What follows belongs to an exercise in optimizing a design on an open flow for small area, a short achievable clock period and few clock cycles; a production flow would make more cautious choices. The RTL was checked by simulation tests, not by an equivalence proof against the original design.

==> design/flow/design.v <==
module triangle_raster_ctrl #(
  parameter int unsigned COORD_W   = 12,
  parameter bit          INCLUSIVE = 1'b1
) (
  input  logic               clk,
  input  logic               rst,
  input  logic               start,
  input  logic [COORD_W-1:0] p1x,
  input  logic [COORD_W-1:0] p1y,
  input  logic [COORD_W-1:0] p2x,
  input  logic [COORD_W-1:0] p2y,
  input  logic [COORD_W-1:0] p3x,
  input  logic [COORD_W-1:0] p3y,
  output logic               busy,
  output logic               out_valid,
  input  logic               out_ready,
  output logic [COORD_W-1:0] out_x,
  output logic [COORD_W-1:0] out_y,
  output logic               done
);
  localparam int unsigned DW = COORD_W + 1;       
  localparam int unsigned EW = 2 * COORD_W + 2;   
  typedef logic [COORD_W-1:0] coord_t;
  typedef logic [DW-1:0]      diff_t;
  typedef logic [EW-1:0]      edge_t;
  typedef enum logic [2:0] {
    StIdle,
    StSetup,
    StMul0,
    StMul,
    StFin,
    StSearch,
    StEmit,
    StNext
  } state_t;
  state_t       st_q;
  logic         done_q;
  diff_t  [2:0] dx_q, dy_q;
  edge_t  [2:0] e_q, r_q;
  coord_t       x_q, y_q, xs_q, ymax_q;
  logic   [3:0] cnt_q;
  logic   [1:0] tv_q;
  logic         flat_q;
  logic [2:0] inc, dec, flt;
  always_comb begin
    for (int k = 0; k < 3; k++) begin
      dec[k] = dy_q[k][DW-1];
      flt[k] = (dy_q[k] == '0);
      inc[k] = ~dec[k] & ~flt[k];
    end
  end
  function automatic logic [3:0] classify(input logic [2:0] neg, input logic [2:0] inc_i,
                                          input logic [2:0] dec_i, input logic [2:0] flt_i);
    logic ln, rn, zn;
    ln = |(neg & inc_i);
    rn = |(neg & dec_i);
    zn = |(neg & flt_i);
    classify = {~|neg, ln & ~rn & ~zn, rn & ~ln & ~zn, zn | (ln & rn)};
  endfunction
  function automatic edge_t sx(input diff_t d);
    sx = {{(EW-DW){d[DW-1]}}, d};
  endfunction
  edge_t [2:0] add_a, add_b, sum;
  logic        add_inv, split;
  logic [2:0]  cur_neg, nb_neg;
  logic [3:0]  cur_cls, nb_cls;
  logic        c_c, c_l, c_r, c_e, n_c, n_l;
  assign cur_neg = {e_q[2][EW-1], e_q[1][EW-1], e_q[0][EW-1]};
  assign cur_cls = classify(cur_neg, inc, dec, flt);
  assign {c_c, c_l, c_r, c_e} = cur_cls;
  logic bit0, bit1;
  assign bit0 = dx_q[0][cnt_q];
  assign bit1 = dx_q[1][cnt_q];
  always_comb begin
    split   = 1'b0;
    add_inv = 1'b0;
    for (int k = 0; k < 3; k++) begin
      add_a[k] = e_q[k];
      add_b[k] = sx(dy_q[k]);
    end
    case (st_q)
      StSetup: begin
        split   = 1'b1;
        add_inv = 1'b1;
        add_b[0] = e_q[1];
        add_b[1] = e_q[2];
        add_b[2] = e_q[0];
      end
      StMul0: begin
        add_a[0] = '0;
        add_a[1] = '0;
        add_b[0] = dx_q[0][DW-1] ? ~sx(dy_q[1]) : '0;
        add_b[1] = dx_q[1][DW-1] ? sx(dy_q[0]) : '0;
      end
      StMul: begin
        add_a[0] = {e_q[0][EW-2:0], 1'b0};
        add_a[1] = {e_q[1][EW-2:0], 1'b0};
        add_b[0] = bit0 ? sx(dy_q[1]) : '0;
        add_b[1] = bit1 ? ~sx(dy_q[0]) : '1;
      end
      StFin: begin
        add_b[1] = e_q[0];
      end
      StSearch: begin
        if (!c_l) add_inv = 1'b1;
      end
      StNext: begin
        add_inv = 1'b1;
        for (int k = 0; k < 3; k++) begin
          add_a[k] = r_q[k];
          add_b[k] = sx(dx_q[k]);
        end
      end
      default: ;
    endcase
  end
  logic cin0, cin1;
  always_comb begin
    cin0 = add_inv;
    cin1 = add_inv;
    if (st_q == StMul0) begin
      cin0 = dx_q[0][DW-1];
      cin1 = 1'b0;
    end else if (st_q == StMul) begin
      cin0 = 1'b0;
      cin1 = 1'b1;
    end
  end
  always_comb begin
    for (int k = 0; k < 3; k++) begin
      logic [DW:0]       lo;
      logic [EW-DW-1:0]  hi;
      edge_t             b;
      logic              ci;
      b  = (add_inv && st_q != StMul0 && st_q != StMul) ? ~add_b[k] : add_b[k];
      ci = (k == 0) ? cin0 : (k == 1) ? cin1 : add_inv;
      lo = {1'b0, add_a[k][DW-1:0]} + {1'b0, b[DW-1:0]} + {{DW{1'b0}}, ci};
      hi = add_a[k][EW-1:DW] + b[EW-1:DW] + {{(EW-DW-1){1'b0}}, split | lo[DW]};
      sum[k] = {hi, lo[DW-1:0]};
    end
  end
  assign nb_neg = {sum[2][EW-1], sum[1][EW-1], sum[0][EW-1]};
  assign nb_cls = classify(nb_neg, inc, dec, flt);
  assign n_c    = nb_cls[3];
  assign n_l    = nb_cls[2];
  logic   ax, bx, cx, ay, by, cy;
  logic   flat;
  coord_t vx0, vx1, vx2, vy0, vy1, vy2;
  coord_t xmin_s, xmax_s, ymin_s, ymax_s, xtop_s;
  logic [1:0] top_s;
  assign vx0 = e_q[0][EW-2 -: COORD_W];
  assign vx1 = e_q[1][EW-2 -: COORD_W];
  assign vx2 = e_q[2][EW-2 -: COORD_W];
  assign vy0 = e_q[0][COORD_W-1:0];
  assign vy1 = e_q[1][COORD_W-1:0];
  assign vy2 = e_q[2][COORD_W-1:0];
  assign ax  = sum[0][EW-1];
  assign bx  = sum[1][EW-1];
  assign cx  = sum[2][EW-1];
  assign ay  = sum[0][DW-1];
  assign by  = sum[1][DW-1];
  assign cy  = sum[2][DW-1];
  assign flat = ~ay & ~by & ~cy;
  always_comb begin
    xmin_s = vx0;
    if (bx & ~ax) xmin_s = vx1;
    else if (cx & ~bx) xmin_s = vx2;
    xmax_s = vx0;
    if (ax & ~bx) xmax_s = vx1;
    else if (bx & ~cx) xmax_s = vx2;
    ymin_s = vy0;
    top_s  = 2'd0;
    xtop_s = vx0;
    if (by & ~ay) begin
      ymin_s = vy1;
      top_s  = 2'd1;
      xtop_s = vx1;
    end else if (cy & ~by) begin
      ymin_s = vy2;
      top_s  = 2'd2;
      xtop_s = vx2;
    end
    ymax_s = vy0;
    if (ay & ~by) ymax_s = vy1;
    else if (by & ~cy) ymax_s = vy2;
  end
  logic [3:0] nstart;
  always_comb begin
    nstart = 4'd0;
    for (int i = 0; i < DW - 1; i++) begin
      if ((dx_q[0][i] != dx_q[0][DW-1]) || (dx_q[1][i] != dx_q[1][DW-1])) nstart = i[3:0] + 4'd1;
    end
  end
  logic x_end;
  logic last_row;
  logic taken;
  assign x_end    = flat_q && (x_q == dx_q[0][COORD_W-1:0]);
  assign last_row = (y_q == ymax_q);
  assign taken    = out_ready;
  always_ff @(posedge clk) begin
    if (rst) begin
      st_q   <= StIdle;
      done_q <= 1'b0;
    end else begin
      done_q <= 1'b0;
      case (st_q)
        StIdle: begin
          if (start && !done_q) begin
            st_q <= StSetup;
            e_q[0] <= {1'b0, p1x, 1'b0, p1y};
            e_q[1] <= {1'b0, p2x, 1'b0, p2y};
            e_q[2] <= {1'b0, p3x, 1'b0, p3y};
          end
        end
        StSetup: begin
          for (int k = 0; k < 3; k++) begin
            dx_q[k] <= sum[k][EW-1:DW];
            dy_q[k] <= sum[k][DW-1:0];
          end
          if (flat) begin
            dx_q[0] <= {1'b0, xmax_s};
            dy_q[0] <= {{(DW-1){1'b0}}, 1'b1};
          end
          x_q    <= flat ? xmin_s : xtop_s;
          y_q    <= ymin_s;
          ymax_q <= ymax_s;
          tv_q   <= top_s;
          flat_q <= flat;
          st_q   <= StMul0;
        end
        StMul0: begin
          e_q[0] <= sum[0];
          e_q[1] <= sum[1];
          cnt_q  <= nstart - 4'd1;
          st_q   <= (nstart == 4'd0) ? StFin : StMul;
        end
        StMul: begin
          e_q[0] <= sum[0];
          e_q[1] <= sum[1];
          cnt_q  <= cnt_q - 4'd1;
          if (cnt_q == 4'd0) st_q <= StFin;
        end
        StFin: begin
          e_q[0] <= (tv_q == 2'd2 && !flat_q) ? sum[1] : '0;
          e_q[1] <= (tv_q == 2'd0 && !flat_q) ? sum[1] : '0;
          e_q[2] <= (tv_q == 2'd1 && !flat_q) ? sum[1] : '0;
          if (sum[1][EW-1] && !flat_q) begin
            st_q   <= StIdle;
            done_q <= 1'b1;
          end else begin
            st_q <= StSearch;
          end
        end
        StSearch: begin
          if (c_e) begin
            if (last_row) begin
              st_q   <= StIdle;
              done_q <= 1'b1;
            end else st_q <= StNext;
          end else if (c_c) begin
            if (n_c) begin
              e_q <= sum;
              x_q <= x_q - 12'd1;
            end else begin
              r_q  <= e_q;
              xs_q <= x_q;
              st_q <= StEmit;
            end
          end else begin
            e_q <= sum;
            x_q <= c_l ? x_q + 12'd1 : x_q - 12'd1;
            if (c_l && n_c) begin
              r_q  <= sum;
              xs_q <= x_q + 12'd1;
              st_q <= StEmit;
            end else if (!(n_c || (c_l ? n_l : nb_cls[1]))) begin
              if (last_row) begin
                st_q   <= StIdle;
                done_q <= 1'b1;
              end else st_q <= StNext;
            end
          end
        end
        StEmit: begin
          if (taken) begin
            if (n_c && !x_end) begin
              e_q <= sum;
              x_q <= x_q + 12'd1;
            end else if (last_row) begin
              st_q   <= StIdle;
              done_q <= 1'b1;
            end else begin
              st_q <= StNext;
            end
          end
        end
        StNext: begin
          e_q  <= sum;
          r_q  <= sum;
          x_q  <= xs_q;
          y_q  <= y_q + 12'd1;
          st_q <= StSearch;
        end
        default: st_q <= StIdle;
      endcase
    end
  end
  assign busy      = (st_q != StIdle) || done_q;
  assign out_valid = (st_q == StEmit);
  assign done      = done_q;
  assign out_x     = x_q;
  assign out_y     = y_q;
endmodule
==> design/flow/run.sh <==
#!/bin/bash
# synth_recipe.tcl (not shown) runs the flow's synth.tcl, then flattens the netlist and writes it again
# the make line also repeats each setting of config.mk as NAME=value (left out here)
make -C /OpenROAD-flow-scripts/flow DESIGN_CONFIG=/design/flow/config.mk WORK_HOME=/design/flow/orfs CLKGATE_MAP_FILE= SYNTH_SCRIPT=/design/flow/synth_recipe.tcl finish
==> design/flow/config.mk <==
export PLATFORM = sky130hd
export DESIGN_NAME = triangle_raster_ctrl
export DESIGN_NICKNAME = triangle_raster_ctrl
export VERILOG_FILES = /design/flow/design.v
export SDC_FILE = /design/flow/constraint.sdc
export NUM_CORES = 4
export LEC_CHECK = 0
export CAP_MARGIN = 20
export CORE_MARGIN = 2
export CORE_UTILIZATION = 40
export SLEW_MARGIN = 20
==> design/flow/constraint.sdc <==
create_clock -name core_clock -period 10.0 [get_ports {clk}]
set_input_delay 2.0000 -clock core_clock [delete_from_list [all_inputs] [get_ports {clk}]]
set_output_delay 2.0000 -clock core_clock [all_outputs]
set_load 0.01 [all_outputs]
==> impl_metrics.json <==
{
  "drt_iter0_markers": 2695,
  "die_area_mm2": 0.0563,
  "hold_path_depth": 2,
  "slew_viol_final": 0,
  "clk_path_buf_depth": 3,
  "worstHoldEndpoint": "x_q[4]",
  "fmax_mhz": 108,
  "io_pins": 103,
  "cp-start-kind": "register",
  "std_cell_rows": 85,
  "synth_area_leader_cell": "edfxtp_1",
  "cts_sinks": 293,
  "hold_buffers": 0,
  "cts_setup_buffers": 0,
  "ys_warn_count": 1,
  "seq_area_frac_synth_pct": 40.3,
  "use_met3_pct": 6.96,
  "grt_use_met1_pct": 43.0,
  "grt_start_max_net_pins": 80,
  "grt_setup_unrepaired": "false",
  "wirelength_um": 89000,
  "synth_top_area_share_pct": 39.9,
  "grt_overflow": 0,
  "synth_cell_types": 69,
  "synth.area.top_cells": "edfxtp_1 (40%), nand2_1 (8.1%), xnor2_1 (4.7%), ha_1 (4.2%), o21ai_0 (3.9%)",
  "synth.most_common_cell": "nand2_1",
  "fillers": 5199,
  "drc": 0,
  "final_hold_viol_count": 0,
  "grt_pass1_vias": 19450,
  "synth-edff-count": 289,
  "wl_per_cell_um": 27.6,
  "fin_skew_ns": 0.0147,
  "path_max_fanout": 26,
  "cts-root-buf": "clkbuf_16",
  "cp.required_ns": 10.21,
  "postLayoutSetupSlackWorst_ns": 0.782,
  "setup_tns_ns": 0,
  "antenna_found_initial": 1,
  "tightestPinTransition_ns": 1.22,
  "timing.rr.start": "dy_q[25]",
  "holdCritPathClass": "register to register",
  "syn_area_mm2": 0.0218,
  "die_y_um": 237,
  "drive_gt1_share_pct": 6.87,
  "grtUsageTotal_pct": 31.1,
  "top_usage_layer": "met2",
  "via_count": 20670,
  "grt_pass1_wl_um": 130000,
  "synth_cells": 2467,
  "endpoint_kind": "register",
  "min_period_over_period_pct": 92.2,
  "async_reset_ff_share_pct": 0,
  "vias_per_cell": 6.40,
  "die_x_um": 237,
  "port_buffers": 102,
  "globalRouteMet2Util_pct": 47.3,
  "fin_nets": 2669,
  "start_util_pct": 40.4,
  "reg2reg_depth": 34,
  "place_ws_ns": 0.968,
  "max_stage_delay_ns": 0.63,
  "avgSynthCellArea_um2": 8.82,
  "antenna_left": 0,
  "cap_viol_max_count": 0,
  "r2r_slack_ns": 0.78,
  "slew_headroom_pct": 18.5,
  "status": "finished clean",
  "hp-start": "xs_q[4]",
  "firstDrtPassIters": 7,
  "crit_type": "register to register",
  "r2r_end": "e_q[59]",
  "clock_latency_ns": 0.57,
  "synth_seq_cells": 293,
  "cts_tree": "done",
  "cp.arrival_ns": 9.43,
  "area_growth_pct": 14.5,
  "fin_worst_hold_slack_ns": 0.658,
  "htreeDepth": 2,
  "gp_congestion": 0.987,
  "synth_commonest_cells": "nand2_1 (467), edfxtp_1 (289), nor2_1 (181)",
  "cp_slowest_cell": "a21oi_4",
  "cts_resized": 0,
  "synth_fp_nets": 2628,
  "core_region_area_mm2": 0.0538,
  "clkTransAtPathRegs_ns": 0.06,
  "numCtsBuffers": 37,
  "synth_flop_cell": "edfxtp_1",
  "min_period_ns": 9.22,
  "dp_hpwl_um": 64800,
  "final-setup-viol-count": 0
}
[layer usage]
metal / wire (um) / part of all wire [%] / up-vias
met1: 35800 / 40 / 10056
met3: 10600 / 12 / 223
met4: 3630 / 4.1 / 0
met5: 0 / 0 / -
met2: 39000 / 44 / 1294
li1: - / - / 9097
[cells in the final DEF, fill, tap and decap left out, types with 12 or more instances in the layout]
cell type        Yosys  layout
clkbuf_16            0      39
a221o_1             19      19
nor2_1             181     176
o21a_1              25      25
a22oi_1             41      41
nor2b_1             24      24
a21o_1              18      18
o211ai_1            25      25
a221oi_1            33      33
and3_1              21      21
a21oi_1            135     133
nand4_1             13      13
o21ai_1             23      22
nor3_1              36      34
fa_1                12      12
buf_4                4      74
o21ai_0            168     168
a211oi_1            18      18
o22ai_1             72      72
inv_1               64      63
or3_1               12      12
mux2i_1             62      62
nand2_1            467     465
xnor2_1            117     115
nand3_1             62      61
ha_1                73      73
o221ai_1            17      17
nand2b_1            18      18
xor2_1              83      83
edfxtp_1           289     289
a22o_1              28      28
nor4_1              17      15
clkdlybuf4s50_1      0     102
[final cells by class]
| cell class | count | area (um^2) | share of cell area [%] |
|---|---|---|---|
| timing repair buffer | 179 | 1640 | 6.60 |
| inverter | 68 | 255 | 1.02 |
| clock inverter | 13 | 164 | 0.658 |
| antenna | 1 | 2.50 | 0.0100 |
| clock buffer | 52 | 1040 | 4.19 |
| tap | 696 | 871 | 3.49 |
| multi-input combinational | 1929 | 12200 | 48.9 |
| sequential | 293 | 8760 | 35.2 |
[worst max path at each step]
| stage | start | endpoint | slack (ns) | cells after the start |
|---|---|---|---|---|
| global route | dy_q[27] | x_q[0] | 0.0008 | 35 |
| global placement | dy_q[26] | r_q[35] | 1.05 | 33 |
| CTS | dy_q[26] | r_q[2] | 0.96 | 33 |
| detailed placement | dy_q[20] | r_q[35] | 0.97 | 33 |
| floorplan | dy_q[20] | r_q[0] | 0.14 | 36 |
| finish | dy_q[25] | e_q[59] | 0.78 | 34 |
[cells by family after synthesis]
kind of cell | count (synthesis) | share of synthesized area (%)
simple gates | 874 | 17.2
compound gates | 695 | 20.8
flops | 293 | 40.3
buf+inv | 245 | 4.38
xor+xnor | 201 | 8.13
fa+ha+maj | 85 | 5.30
mux | 74 | 3.94
[registers in the layout (all words and copies together), names as in the netlist]
register and cells:
cnt_q 4, done_q 1, dx_q 39, dy_q 39, e_q 78, flat_q 1, r_q 78, st_q 3
tv_q 2, x_q 12, xs_q 12, y_q 12, ymax_q 12
[through the flow]
stage	util, %	std cells	instance area (um^2)
2_1_floorplan	-	2467	21800
3_3_place_gp	44.0	3164	23700
3_5_place_dp	44.0	3164	23700
4_1_cts	46.2	3229	24900
5_1_grt	46.3	3230	24900
6_report	46.3	3231	24900
[worst max-delay path: cells and delay by family (launching register included)]
family | cells | cell delay, ns
buffers and inverters | 2 | 0.79
AND/OR/NAND/NOR | 10 | 1.98
XOR/XNOR | 2 | 0.50
adder cells (fa/ha/maj) | 3 | 0.79
flip-flops | 1 | 0.59
AO/OA/AOI/OAI | 17 | 4.15
Testbench counts, summed over its fixed seeds: cycles 31,997.

what the ideal ports hide:
No port has a modelled driver above. Below, the same layout with a new extraction and two added sets of constraints.
Step 1: set_driving_cell puts a clkbuf_16 on clk and a buf_2 on each other input, an assumption about the parent block.
Step 2 also shifts input and output timing later by t, the mid clock arrival at the registers, as if the neighbouring blocks saw the same clock.
Slacks: no drivers / after step 1 / after step 2; pairs: no drivers / after step 1.
t (ns): 0.629
slack for setup (ns): 0.782 / 0.782 / 0.782
worst setup path at the end: register to register
latest minus earliest clock arrival (ns): 0.014 / 0.015
After both steps setup and hold are still met in this run. For this run, drivers alone change the setup slack by 0.000 ns; drivers and shift together by 0.000 ns.
